Context: an optimization exercise on an open-source flow, tuned for small area. The choices shown serve that exercise and are no tape-out recipe.
RTL that was checked went through simulation tests only; none was proved equivalent to the original.

==> job 9574: inputs <==
==> flow/design.v <==
package custom_instr_accum_pkg;
  localparam logic [4:0] CUSTOM_0 = 5'b00010;
  typedef enum logic [2:0] {
    MINOR_LOAD     = 3'd0,
    MINOR_ADD      = 3'd1,
    MINOR_READ     = 3'd2,
    MINOR_SUB      = 3'd3,
    MINOR_MAC      = 3'd4,
    MINOR_CLEAR    = 3'd5,
    MINOR_READCLR  = 3'd6,
    MINOR_RESERVED = 3'd7
  } minor_op_e;
  localparam int unsigned IDX_W = 16;
  typedef logic [IDX_W-1:0] hid_t;
  typedef logic [IDX_W-1:0] sel_t;
  typedef struct packed {
    logic               sat;
    logic signed [127:0] val;
  } sat_res_t;
  function automatic sat_res_t sat_add(input logic signed [127:0] a,
                                       input logic signed [127:0] b,
                                       input int unsigned         w);
    logic signed [127:0] sum;
    logic signed [127:0] max_v;
    logic signed [127:0] min_v;
    sat_res_t            r;
    sum   = a + b;
    max_v = $signed((128'd1 << (w - 1)) - 128'd1);
    min_v = -max_v - 128'sd1;
    r.sat = 1'b0;
    r.val = sum;
    if (sum > max_v) begin
      r.sat = 1'b1;
      r.val = max_v;
    end else if (sum < min_v) begin
      r.sat = 1'b1;
      r.val = min_v;
    end
    sat_add = r;
  endfunction
endpackage
module custom_instr_accum_pipe #(
  parameter int unsigned LATENCY = 1,
  parameter int unsigned WIDTH   = 32
) (
  input  logic             clk_i,
  input  logic             rst_ni,
  input  logic             vld_i,
  input  logic [WIDTH-1:0] dat_i,
  output logic             vld_o,
  output logic [WIDTH-1:0] dat_o
);
  logic [LATENCY-1:0]            vld_q;
  logic [LATENCY-1:0][WIDTH-1:0] dat_q;
  always_ff @(posedge clk_i or negedge rst_ni) begin
    if (!rst_ni) begin
      vld_q <= '0;
      dat_q <= '0;
    end else begin
      vld_q[0] <= vld_i;
      dat_q[0] <= dat_i;
      for (int i = 1; i < int'(LATENCY); i++) begin
        vld_q[i] <= vld_q[i-1];
        dat_q[i] <= dat_q[i-1];
      end
    end
  end
  assign vld_o = vld_q[LATENCY-1];
  assign dat_o = dat_q[LATENCY-1];
endmodule
module custom_instr_accum_unit #(
  parameter int unsigned       HART_COUNT     = 2,
  parameter int unsigned       ACC_COUNT      = 4,
  parameter int unsigned       DATA_W         = 32,
  parameter int unsigned       RESULT_LATENCY = 1,
  parameter logic [DATA_W-1:0] DEFAULT_RESULT = 32'hdeadbeef,
  localparam int unsigned      HID_W = (HART_COUNT > 1) ? $clog2(HART_COUNT) : 1,
  localparam int unsigned      SEL_W = (ACC_COUNT > 1) ? $clog2(ACC_COUNT) : 1
) (
  input  logic              clk,
  input  logic              rst,
  input  logic              valid_in,
  input  logic [HID_W-1:0]  hid_in,
  input  logic [4:0]        major_opcode_in,
  input  logic [2:0]        minor_opcode_in,
  input  logic [DATA_W-1:0] op1_in,
  input  logic [DATA_W-1:0] op2_in,
  input  logic [31:0]       imm_in,
  input  logic [6:0]        funct7_in,
  output logic [DATA_W-1:0] result_out,
  output logic [15:0]       illegal_count_out
);
  localparam int unsigned N = HART_COUNT * ACC_COUNT;
  logic [DATA_W-1:0] acc_q [N];
  logic [N-1:0]      acc_vld_q;
  logic [15:0]       illegal_cnt_q;
  logic              rd_vld_q;
  logic [DATA_W-1:0] rd_dat_q;
  logic              accept, illegal, legal;
  logic              op_load, op_add, op_read, op_sub, op_mac, op_clear, op_readclr;
  logic [HID_W+SEL_W-1:0] idx;
  logic [DATA_W-1:0] cur, rd_val, base, mul_x, mul_y, acc_new;
  logic              cur_vld, wr_en;
  assign accept  = valid_in && (major_opcode_in == custom_instr_accum_pkg::CUSTOM_0);
  assign illegal = (minor_opcode_in == 3'd7) || (funct7_in != 7'd0);
  assign legal   = accept && !illegal;
  assign op_load    = (minor_opcode_in == 3'd0);
  assign op_add     = (minor_opcode_in == 3'd1);
  assign op_read    = (minor_opcode_in == 3'd2);
  assign op_sub     = (minor_opcode_in == 3'd3);
  assign op_mac     = (minor_opcode_in == 3'd4);
  assign op_clear   = (minor_opcode_in == 3'd5);
  assign op_readclr = (minor_opcode_in == 3'd6);
  assign idx     = {hid_in, imm_in[SEL_W-1:0]};
  assign cur     = acc_q[idx];
  assign cur_vld = acc_vld_q[idx];
  assign rd_val  = cur_vld ? cur : '0;
  assign base    = (cur_vld && !op_load) ? cur : '0;
  assign mul_x   = (op_add || op_sub) ? op2_in : op1_in;
  assign mul_y   = op_mac ? op2_in : (op_sub ? '1 : DATA_W'(1));
  assign acc_new = base + mul_x * mul_y;
  assign wr_en   = legal && (op_load || op_add || op_sub || op_mac);
  always_ff @(posedge clk) begin
    for (int i = 0; i < int'(N); i++)
      if (wr_en && (idx == i)) acc_q[i] <= acc_new;
  end
  always_ff @(posedge clk or negedge rst) begin
    if (!rst) begin
      acc_vld_q <= '0;
    end else begin
      for (int i = 0; i < int'(N); i++) begin
        if (legal && op_clear && (hid_in == i / ACC_COUNT))
          acc_vld_q[i] <= 1'b0;
        else if (legal && op_readclr && (idx == i))
          acc_vld_q[i] <= 1'b0;
        else if (wr_en && (idx == i))
          acc_vld_q[i] <= 1'b1;
      end
    end
  end
  always_ff @(posedge clk or negedge rst) begin
    if (!rst)
      illegal_cnt_q <= '0;
    else if (accept && illegal && (illegal_cnt_q != 16'hffff))
      illegal_cnt_q <= illegal_cnt_q + 16'd1;
  end
  always_ff @(posedge clk or negedge rst) begin
    if (!rst) rd_vld_q <= 1'b0;
    else      rd_vld_q <= legal && (op_read || op_readclr);
  end
  always_ff @(posedge clk) begin
    rd_dat_q <= rd_val;
  end
  assign result_out        = rd_vld_q ? rd_dat_q : DEFAULT_RESULT;
  assign illegal_count_out = illegal_cnt_q;
endmodule
==> flow/run.sh <==
#!/bin/bash
# synth_recipe.tcl (not shown) runs the flow's synth.tcl, then flattens the netlist and writes it again
# the make line also repeats each setting of config.mk as NAME=value (left out here)
make -C /OpenROAD-flow-scripts/flow DESIGN_CONFIG=/design/flow/config.mk WORK_HOME=/design/flow/orfs CLKGATE_MAP_FILE= SYNTH_SCRIPT=/design/flow/synth_recipe.tcl finish
==> flow/config.mk <==
export PLATFORM = sky130hd
export DESIGN_NAME = custom_instr_accum_unit
export DESIGN_NICKNAME = custom_instr_accum_unit
export VERILOG_FILES = /design/flow/design.v
export SDC_FILE = /design/flow/constraint.sdc
export NUM_CORES = 4
export LEC_CHECK = 0
export CAP_MARGIN = 20
export CORE_MARGIN = 2
export CORE_UTILIZATION = 40
export SLEW_MARGIN = 20
==> flow/constraint.sdc <==
create_clock -name core_clock -period 10.0 [get_ports {clk}]
set_input_delay 2.0000 -clock core_clock [delete_from_list [all_inputs] [get_ports {clk}]]
set_output_delay 2.0000 -clock core_clock [all_outputs]
set_load 0.01 [all_outputs]
==> job 5909 (differences from job 9574) <==
==> flow/design.v, changed modules only <==
module custom_instr_accum_unit #(
  parameter int unsigned       HART_COUNT     = 2,
  parameter int unsigned       ACC_COUNT      = 4,
  parameter int unsigned       DATA_W         = 32,
  parameter int unsigned       RESULT_LATENCY = 1,
  parameter logic [DATA_W-1:0] DEFAULT_RESULT = 32'hdeadbeef,
  localparam int unsigned      HID_W = (HART_COUNT > 1) ? $clog2(HART_COUNT) : 1,
  localparam int unsigned      SEL_W = (ACC_COUNT > 1) ? $clog2(ACC_COUNT) : 1
) (
  input  logic              clk,
  input  logic              rst,
  input  logic              valid_in,
  input  logic [HID_W-1:0]  hid_in,
  input  logic [4:0]        major_opcode_in,
  input  logic [2:0]        minor_opcode_in,
  input  logic [DATA_W-1:0] op1_in,
  input  logic [DATA_W-1:0] op2_in,
  input  logic [31:0]       imm_in,
  input  logic [6:0]        funct7_in,
  output logic [DATA_W-1:0] result_out,
  output logic [15:0]       illegal_count_out
);
  logic [DATA_W-1:0] acc_q [HART_COUNT][ACC_COUNT];
  logic [15:0]       illegal_cnt_q, illegal_cnt_d;
  custom_instr_accum_pkg::minor_op_e         minor;
  logic [SEL_W-1:0]  sel;
  logic              hid_ok, sel_ok, accept, illegal;
  logic [DATA_W-1:0] acc_old, acc_new;
  logic              wr_en, clr_all, rd_en;
  logic              pipe_vld;
  logic [DATA_W-1:0] pipe_dat;
  logic              unused_imm;
  assign minor      = custom_instr_accum_pkg::minor_op_e'(minor_opcode_in);
  assign sel        = imm_in[SEL_W-1:0];
  assign unused_imm = ^imm_in;
  assign hid_ok     = custom_instr_accum_pkg::hid_t'(hid_in) < custom_instr_accum_pkg::hid_t'(HART_COUNT);
  assign sel_ok     = custom_instr_accum_pkg::sel_t'(sel) < custom_instr_accum_pkg::sel_t'(ACC_COUNT);
  assign accept     = valid_in && (major_opcode_in == custom_instr_accum_pkg::CUSTOM_0) && hid_ok;
  assign illegal    = (minor == custom_instr_accum_pkg::MINOR_RESERVED) || (funct7_in != 7'd0);
  assign acc_old    = sel_ok ? acc_q[hid_in][sel] : '0;
  logic [DATA_W-1:0] prod_lo;
  assign prod_lo = op1_in * op2_in;
  always_comb begin
    acc_new = acc_old;
    wr_en   = 1'b0;
    clr_all = 1'b0;
    rd_en   = 1'b0;
    if (accept && !illegal && sel_ok) begin
      unique case (minor)
        custom_instr_accum_pkg::MINOR_LOAD: begin
          wr_en   = 1'b1;
          acc_new = op1_in;
        end
        custom_instr_accum_pkg::MINOR_ADD: begin
          wr_en = 1'b1;
          acc_new = acc_old + op2_in;
        end
        custom_instr_accum_pkg::MINOR_SUB: begin
          wr_en = 1'b1;
          acc_new = acc_old - op2_in;
        end
        custom_instr_accum_pkg::MINOR_MAC: begin
          wr_en = 1'b1;
          acc_new = acc_old + prod_lo;
        end
        custom_instr_accum_pkg::MINOR_READ: rd_en = 1'b1;
        custom_instr_accum_pkg::MINOR_CLEAR: begin
          clr_all = 1'b1;
        end
        custom_instr_accum_pkg::MINOR_READCLR: begin
          rd_en   = 1'b1;
          wr_en   = 1'b1;
          acc_new = '0;
        end
        default: ;
      endcase
    end
  end
  always_ff @(posedge clk or negedge rst) begin
    if (!rst) begin
      for (int h = 0; h < int'(HART_COUNT); h++)
        for (int a = 0; a < int'(ACC_COUNT); a++)
          acc_q[h][a] <= '0;
    end else if (clr_all) begin
      for (int a = 0; a < int'(ACC_COUNT); a++)
        acc_q[hid_in][a] <= '0;
    end else if (wr_en) begin
      acc_q[hid_in][sel] <= acc_new;
    end
  end
  always_comb begin
    illegal_cnt_d = illegal_cnt_q;
    if (accept && illegal && (illegal_cnt_q != 16'hffff))
      illegal_cnt_d = illegal_cnt_q + 16'd1;
  end
  always_ff @(posedge clk or negedge rst) begin
    if (!rst) illegal_cnt_q <= '0;
    else      illegal_cnt_q <= illegal_cnt_d;
  end
  custom_instr_accum_pipe #(
    .LATENCY (RESULT_LATENCY),
    .WIDTH   (DATA_W)
  ) u_pipe (
    .clk_i  (clk),
    .rst_ni (rst),
    .vld_i  (rd_en),
    .dat_i  (acc_old),
    .vld_o  (pipe_vld),
    .dat_o  (pipe_dat)
  );
  assign result_out        = pipe_vld ? pipe_dat : DEFAULT_RESULT;
  assign illegal_count_out = illegal_cnt_q;
endmodule
==> notes.md <==
Run status: job 5909 finished clean; job 9574 finished clean
Signal buffers share of area: job 5909 8.81%; job 9574 15.6%
All-layer global routing usage: job 5909 24.4%; job 9574 26.9%
Longest individual stage delay on the worst path: job 5909 570 ps; job 9574 550 ps
Area share of the leading cell type in the synthesized netlist: job 5909 26.7%; job 9574 30.2%
Clock tree sinks: job 5909 305; job 9574 313
Yosys reg bits: job 5909 305; job 9574 313
Post-Syn Area: job 5909 0.0329 mm^2; job 9574 0.0291 mm^2
Fraction of layout cells with a size suffix above 1: job 5909 10.2%; job 9574 22.1%
Simple logic cell fraction of the synthesized area: job 5909 16.6%; job 9574 11.6%
Syn-to-layout area delta: job 5909 14.8%; job 9574 27.6%
Floorplan Core Area: job 5909 0.0818 mm^2; job 9574 0.0717 mm^2
Number of nets in the layout: job 5909 4506; job 9574 3998
Total routed wire length on the met1 layer: job 5909 45300 um; job 9574 42600 um
Top fanout value on the critical path: job 5909 10; job 9574 8
Area post-placement: job 5909 0.0367 mm^2; job 9574 0.0351 mm^2
Layout Cell Area excl Fill: job 5909 0.0378 mm^2; job 9574 0.0371 mm^2
Buffering stage count on the worst path with inverters included: job 5909 9; job 9574 10
Seq Cell Count: job 5909 305; job 9574 313
Post-synthesis share of cell area spent on xor and xnor gates: job 5909 4.18%; job 9574 3.14%
Most frequently used flop master after synthesis: job 5909 sky130_fd_sc_hd__dfrtp_1; job 9574 sky130_fd_sc_hd__edfxtp_1
Hold_sp: job 5909 acc_q[5][5]; job 9574 illegal_cnt_q[11]
Global Route met2 Usage: job 5909 39.2%; job 9574 43.7%
CTS clk-pin slew, worst paths: job 5909 60 ps; job 9574 70 ps
For job 9574, only the layout was checked, not whether the RTL still works.

==> what the ideal ports hide <==
The flow's constraints put no driver on any port. The routed layouts listed below were extracted and timed again, unchanged, in two steps. Step 1, drivers: a clkbuf_16 drives clk and a buf_2 each remaining input, both assumed. Step 2 also shifts input and output timing later by t, the mid clock arrival at the registers, as if the neighbouring blocks saw the same clock. Slacks: ideal ports / drivers / drivers and shift; pairs: ideal ports / drivers.
run	t, ns	setup WS [ns]	slew at the worst register clock pin (ns)	worst slew at a driven data input, ns	pins driven straight from the clock port
job 9574	0.614	0.269 / 0.292 / -0.322	0.07 / 0.07	0.07	1
job 5909	0.611	0.408 / 0.425 / -0.186	0.07 / 0.07	0.15	1
Met with ideal ports but missed after step 2: setup timing in job 9574 and job 5909. For job 5909, which loses most, drivers alone change the setup slack by +0.017 ns; drivers and shift together by -0.594 ns.
